Source: an optimization exercise on an open RTL-to-GDS flow (aim: small area). Production flows keep margins and buffers that such runs may drop. The RTL was checked by simulation tests, not by an equivalence proof against the original design. Power is estimated from default activity; no workload was simulated.

Design regfile_mp_sb, start of the top module:
module regfile_mp_sb #(
    parameter int DATA_W   = 32,
    parameter int ADDR_W   = 5,
    parameter int NREAD    = 2,
    parameter int ZERO_REG = 1,
    parameter int BYPASS   = 1
) (
    input  logic                    Clk,
    input  logic                    Reset,
    input  logic                    we,
    input  logic [ADDR_W-1:0]       wa,
    input  logic [DATA_W-1:0]       wd,
    input  logic [DATA_W/8-1:0]     wbe,
    input  logic [NREAD*ADDR_W-1:0] ra,
    output logic [NREAD*DATA_W-1:0] rdata,
    output logic [NREAD-1:0]        rready,
    input  logic                    iss_valid,
    input  logic [ADDR_W-1:0]       iss_rd,
    output logic [ADDR_W:0]         busy_cnt
);
    localparam int DEPTH = 2**ADDR_W;
    localparam int NB    = DATA_W/8;
    localparam int R0    = (ZERO_REG != 0) ? 1 : 0;    
    localparam int NR    = DEPTH - R0;                 
    logic [DATA_W-1:0] rf [DEPTH];
    logic [DEPTH-1:0]  busy;
    logic [DEPTH-1:0]  wdec, idec;
    logic              wr_ok, iss_ok, inc, dec;
    assign wr_ok  = we && !(ZERO_REG != 0 && wa == '0);
    assign iss_ok = iss_valid && !(ZERO_REG != 0 && iss_rd == '0);
    for (genvar r = 0; r < DEPTH; r++) begin : g_dec
        assign wdec[r] = (r >= R0) && we && !Reset && wa == ADDR_W'(r);
        assign idec[r] = (r >= R0) && iss_valid && iss_rd == ADDR_W'(r);
    end
    if (R0 == 1) begin : g_zero
        assign rf[0]   = '0;
        assign busy[0] = 1'b0;
    end
    for (genvar r = R0; r < DEPTH; r++) begin : g_row
        for (genvar i = 0; i < NB; i++) begin : g_byte
            logic       ld, hold;
            logic [7:0] q, nxt;
            rf_ldsel u_sel (.an(!wdec[r]), .bn(!wbe[i]), .rst(Reset), .ld(ld), .hold(hold));
            for (genvar b = 0; b < 8; b++) begin : g_bit
                rf_ld u_ld (.ld(ld), .hold(hold), .d(wd[8*i + b]), .q(q[b]), .y(nxt[b]));
            end
            always_ff @(posedge Clk)
                q <= nxt;
            assign rf[r][8*i +: 8] = q;
        end
        logic b;
        always_ff @(posedge Clk)
            if (Reset)
                b <= 1'b0;
            else
                b <= idec[r] || (b && !wdec[r]);
        assign busy[r] = b;
    end
  ...
For scale: about 3900 cells after synthesis, roughly 1000 flip-flops, ~130 I/O pins, about 42000 um2 of cells after synthesis.
==> module regfile_mp_sb, before the edit <==
module regfile_mp_sb #(
    parameter int DATA_W   = 32,
    parameter int ADDR_W   = 5,
    parameter int NREAD    = 2,
    parameter int ZERO_REG = 1,
    parameter int BYPASS   = 1
) (
    input  logic                    Clk,
    input  logic                    Reset,
    input  logic                    we,
    input  logic [ADDR_W-1:0]       wa,
    input  logic [DATA_W-1:0]       wd,
    input  logic [DATA_W/8-1:0]     wbe,
    input  logic [NREAD*ADDR_W-1:0] ra,
    output logic [NREAD*DATA_W-1:0] rdata,
    output logic [NREAD-1:0]        rready,
    input  logic                    iss_valid,
    input  logic [ADDR_W-1:0]       iss_rd,
    output logic [ADDR_W:0]         busy_cnt
);
    localparam int DEPTH = 2**ADDR_W;
    localparam int NB    = DATA_W/8;
    localparam int R0    = (ZERO_REG != 0) ? 1 : 0;    
    localparam int NR    = DEPTH - R0;                 
    logic [DATA_W-1:0] rf [DEPTH];
    logic [DEPTH-1:0]  busy;
    logic [DEPTH-1:0]  wdec, idec;
    logic              wr_ok, iss_ok, inc, dec;
    assign wr_ok  = we && !(ZERO_REG != 0 && wa == '0);
    assign iss_ok = iss_valid && !(ZERO_REG != 0 && iss_rd == '0);
    for (genvar r = 0; r < DEPTH; r++) begin : g_dec
        assign wdec[r] = (r >= R0) && we && !Reset && wa == ADDR_W'(r);
        assign idec[r] = (r >= R0) && iss_valid && iss_rd == ADDR_W'(r);
    end
    if (R0 == 1) begin : g_zero
        assign rf[0]   = '0;
        assign busy[0] = 1'b0;
    end
    for (genvar r = R0; r < DEPTH; r++) begin : g_row
        for (genvar i = 0; i < NB; i++) begin : g_byte
            logic       ld, hold;
            logic [7:0] q, nxt;
            rf_ldsel u_sel (.an(!wdec[r]), .bn(!wbe[i]), .rst(Reset), .ld(ld), .hold(hold));
            for (genvar b = 0; b < 8; b++) begin : g_bit
                rf_ld u_ld (.ld(ld), .hold(hold), .d(wd[8*i + b]), .q(q[b]), .y(nxt[b]));
            end
            always_ff @(posedge Clk)
                q <= nxt;
            assign rf[r][8*i +: 8] = q;
        end
        logic b;
        always_ff @(posedge Clk)
            if (Reset)
                b <= 1'b0;
            else
                b <= idec[r] || (b && !wdec[r]);
        assign busy[r] = b;
    end
    logic ib, wb, same;
    rf_rdbit #(.N(NR)) u_ib (
        .d(busy[DEPTH-1:R0]), .s(idec[DEPTH-1:R0]), .byp(!iss_valid), .nbyp(iss_valid),
        .w(!iss_valid), .y(ib)
    );
    rf_rdbit #(.N(NR)) u_wb (
        .d(busy[DEPTH-1:R0]), .s(wdec[DEPTH-1:R0]), .byp(!we), .nbyp(we), .w(we), .y(wb)
    );
    assign same = iss_rd == wa;
    assign inc  = iss_ok && !ib;
    assign dec  = wb && !(iss_ok && same);
    always_ff @(posedge Clk)
        if (Reset)
            busy_cnt <= '0;
        else
            busy_cnt <= busy_cnt + (ADDR_W+1)'(inc) - (ADDR_W+1)'(dec);
    localparam int LO_W = ADDR_W / 2;
    localparam int HI_W = ADDR_W - LO_W;
    for (genvar p = 0; p < NREAD; p++) begin : g_rd
        logic [ADDR_W-1:0]  a;
        logic [2**LO_W-1:0] lo_n;
        logic [2**HI_W-1:0] hi_n;
        logic               hit;
        logic [NB-1:0]      byp;
        assign a   = ra[p*ADDR_W +: ADDR_W];
        assign hit = BYPASS != 0 && wr_ok && wa == a;
        assign byp = {NB{hit}} & wbe;
        for (genvar k = 0; k < 2**LO_W; k++) begin : g_lo
            assign lo_n[k] = a[LO_W-1:0] != LO_W'(k);
        end
        for (genvar k = 0; k < 2**HI_W; k++) begin : g_hi
            assign hi_n[k] = a[ADDR_W-1:LO_W] != HI_W'(k);
        end
        for (genvar h = 0; h < (NB + 1) / 2; h++) begin : g_half
            logic [NR-1:0] sel;
            for (genvar r = 0; r < NR; r++) begin : g_dec
                rf_nor2 u_dec (.a(lo_n[(r + R0) % (2**LO_W)]), .b(hi_n[(r + R0) / (2**LO_W)]),
                               .y(sel[r]));
            end
        end
        for (genvar i = 0; i < NB; i++) begin : g_lane
            for (genvar j = 8*i; j < 8*i + 8; j++) begin : g_bit
                logic [NR-1:0] col;
                for (genvar r = 0; r < NR; r++) begin : g_col
                    assign col[r] = rf[r + R0][j];
                end
                rf_rdbit #(.N(NR)) u_bit (
                    .d(col), .s(g_half[i/2].sel), .byp(byp[i]), .nbyp(!byp[i]), .w(wd[j]),
                    .y(rdata[p*DATA_W + j])
                );
            end
        end
        logic nb;
        rf_rdbit #(.N(NR)) u_busy (
            .d(busy[DEPTH-1:R0]), .s(g_half[0].sel), .byp(hit), .nbyp(!hit), .w(!hit), .y(nb)
        );
        assign rready[p] = !nb;
    end
endmodule
==> flow/config.mk <==
export PLATFORM = sky130hd
export DESIGN_NAME = regfile_mp_sb
export DESIGN_NICKNAME = regfile_mp_sb
export VERILOG_FILES = /design/flow/design.v
export SDC_FILE = /design/flow/constraint.sdc
export NUM_CORES = 4
export LEC_CHECK = 0
export CAP_MARGIN = 20
export CORE_MARGIN = 2
export CORE_UTILIZATION = 50
export CTS_CLUSTER_DIAMETER = 100
export CTS_CLUSTER_SIZE = 25
export SLEW_MARGIN = 20
export SYNTH_HIERARCHICAL = 1
==> flow/constraint.sdc <==
create_clock -name core_clock -period 8.0 [get_ports {Clk}]
set_input_delay 1.6000 -clock core_clock [delete_from_list [all_inputs] [get_ports {Clk}]]
set_output_delay 1.6000 -clock core_clock [all_outputs]
set_load 0.01 [all_outputs]
standard.sh (not shown) runs the stock make flow with config.mk's settings and CLKGATE_MAP_FILE= SYNTH_SCRIPT=/design/flow/synth_recipe.tcl, a recipe that flattens the netlist after the stock synthesis.
==> flow/flow/run.sh <==
#!/bin/bash
# Layout flow: the standard ORFS flow (standard.sh, unchanged synthesis and steps) with
# two placement/CTS arguments changed:
#  - port buffers use the smallest buffer, sky130_fd_sc_hd__buf_1 (every port still gets one);
#  - clock tree synthesis clusters up to 25 sinks within 100 um per leaf buffer and inserts no
#    dummy loads.
set -euo pipefail
export BUFFER_PORTS_ARGS="-buffer_cell sky130_fd_sc_hd__buf_1"
export CTS_ARGS="-sink_clustering_enable -repair_clock_nets -dont_use_dummy_load -sink_clustering_size 25 -sink_clustering_max_diameter 100"
bash standard.sh > standard.log 2>&1
The baseline passed the timing, design-rule and antenna checks.
Rerun with:
--- a/flow/design.v
+++ b/flow/design.v
@@ -181,30 +181,28 @@
         end
         for (genvar k = 0; k < 2**HI_W; k++) begin : g_hi
             assign hi_n[k] = a[ADDR_W-1:LO_W] != HI_W'(k);
         end
-        for (genvar h = 0; h < (NB + 1) / 2; h++) begin : g_half
+        for (genvar i = 0; i < NB; i++) begin : g_lane
             logic [NR-1:0] sel;
             for (genvar r = 0; r < NR; r++) begin : g_dec
                 rf_nor2 u_dec (.a(lo_n[(r + R0) % (2**LO_W)]), .b(hi_n[(r + R0) / (2**LO_W)]),
                                .y(sel[r]));
             end
-        end
-        for (genvar i = 0; i < NB; i++) begin : g_lane
             for (genvar j = 8*i; j < 8*i + 8; j++) begin : g_bit
                 logic [NR-1:0] col;
                 for (genvar r = 0; r < NR; r++) begin : g_col
                     assign col[r] = rf[r + R0][j];
                 end
                 rf_rdbit #(.N(NR)) u_bit (
-                    .d(col), .s(g_half[i/2].sel), .byp(byp[i]), .nbyp(!byp[i]), .w(wd[j]),
+                    .d(col), .s(sel), .byp(byp[i]), .nbyp(!byp[i]), .w(wd[j]),
                     .y(rdata[p*DATA_W + j])
                 );
             end
         end
         logic nb;
         rf_rdbit #(.N(NR)) u_busy (
-            .d(busy[DEPTH-1:R0]), .s(g_half[0].sel), .byp(hit), .nbyp(!hit), .w(!hit), .y(nb)
+            .d(busy[DEPTH-1:R0]), .s(g_lane[0].sel), .byp(hit), .nbyp(!hit), .w(!hit), .y(nb)
         );
         assign rready[p] = !nb;
     end
 endmodule
Effect: The changed run produced a clean layout; core utilization went down by 0.42 points; clock power is about the same; hold slack is about the same; setup slack gets worse by 230 ps; critical path depth is unchanged; cell count came out higher by 1.9%; wire length grows by 1.5%; global-route usage grows by 0.35 points; clock skew went down by 7.6 ps; non-clock buffer count is lower by 75; via count increases by 2.1%; flip-flop and latch count stays the same; total power went up by 0.51%; cell area stays flat.

========
regfile_mp_sb again, from the RTL that the note above started with.
clock: 8.0 ns
lec_check: 0
cap_margin: 10
core_margin: 2
core_utilization: 50
cts_cluster_diameter: 100
cts_cluster_size: 28
slew_margin: 10
synth_hierarchical: 1
==> flow/flow/run.sh <==
#!/bin/bash
# Layout flow: the standard ORFS flow (standard.sh, unchanged synthesis and steps) with
# two placement/CTS arguments changed:
#  - port buffers use the smallest buffer, sky130_fd_sc_hd__buf_1 (every port still gets one);
#  - clock tree synthesis clusters up to 28 sinks within 100 um per leaf buffer and inserts no
#    dummy loads.
set -euo pipefail
export BUFFER_PORTS_ARGS="-buffer_cell sky130_fd_sc_hd__buf_1"
export CTS_ARGS="-sink_clustering_enable -repair_clock_nets -dont_use_dummy_load -sink_clustering_size 28 -sink_clustering_max_diameter 100"
bash standard.sh > standard.log 2>&1
Then changed:
--- a/flow/design.v
+++ b/flow/design.v
@@ -180,31 +180,29 @@
             assign lo_n[k] = a[LO_W-1:0] != LO_W'(k);
         end
         for (genvar k = 0; k < 2**HI_W; k++) begin : g_hi
             assign hi_n[k] = a[ADDR_W-1:LO_W] != HI_W'(k);
         end
-        for (genvar h = 0; h < (NB + 1) / 2; h++) begin : g_half
+        for (genvar i = 0; i < NB; i++) begin : g_lane
             logic [NR-1:0] sel;
             for (genvar r = 0; r < NR; r++) begin : g_dec
                 rf_nor2 u_dec (.a(lo_n[(r + R0) % (2**LO_W)]), .b(hi_n[(r + R0) / (2**LO_W)]),
                                .y(sel[r]));
             end
-        end
-        for (genvar i = 0; i < NB; i++) begin : g_lane
             for (genvar j = 8*i; j < 8*i + 8; j++) begin : g_bit
                 logic [NR-1:0] col;
                 for (genvar r = 0; r < NR; r++) begin : g_col
                     assign col[r] = rf[r + R0][j];
                 end
                 rf_rdbit #(.N(NR)) u_bit (
-                    .d(col), .s(g_half[i/2].sel), .byp(byp[i]), .nbyp(!byp[i]), .w(wd[j]),
+                    .d(col), .s(sel), .byp(byp[i]), .nbyp(!byp[i]), .w(wd[j]),
                     .y(rdata[p*DATA_W + j])
                 );
             end
         end
         logic nb;
         rf_rdbit #(.N(NR)) u_busy (
-            .d(busy[DEPTH-1:R0]), .s(g_half[0].sel), .byp(hit), .nbyp(!hit), .w(!hit), .y(nb)
+            .d(busy[DEPTH-1:R0]), .s(g_lane[0].sel), .byp(hit), .nbyp(!hit), .w(!hit), .y(nb)
         );
         assign rready[p] = !nb;
     end
 endmodule
After rerunning: This time the run produced a layout that fails on antenna violations; register-to-register slack improved by 0.05 ns; core utilization drops by 0.35 points; wire length climbs by 0.98%; critical path depth climbs by 2; clock power hardly moves; via count climbs by 1.7%; synthesized cell count climbs by 3.2%; cell count climbs by 2.0%; die area climbs by 1.1%; clock-buffer cell count is unchanged; design area is about the same.

-- port drivers added, routing unchanged --
In the flow no input, the clock included, has a driving cell. The finished layouts below were timed again as built, in two steps. Step 1 assumes that a clkbuf_16 drives the clock port and a buf_2 every other input. Step 2 adds t to the input delays and takes it off the output delays; t is the mean of the earliest and latest rising clock arrival at the registers after step 1. Input paths then give back, and output paths get back, about the clock's delay inside the block. Slacks: ideal ports / drivers / drivers and shift; pairs: ideal ports / drivers.
run	shift t [ns]	slack for setup (ns)	slew at the worst register clock pin (ns)	worst data-port slew with drivers (ns)	cell pins on the clock port's net
the first run of note 1	0.713	1.695 / 1.549 / 1.549	0.11 / 0.11	0.17	1
the second run of note 1	0.706	1.465 / 1.440 / 1.440	0.12 / 0.12	0.18	1
the first run of note 2	0.692	1.622 / 1.480 / 1.480	0.12 / 0.12	0.16	1
the second run of note 2	0.714	1.510 / 1.478 / 1.478	0.12 / 0.12	0.18	1
The setup slack of the first run of note 1, which loses most, moves by -0.146 ns with the drivers and by -0.146 ns with both steps.
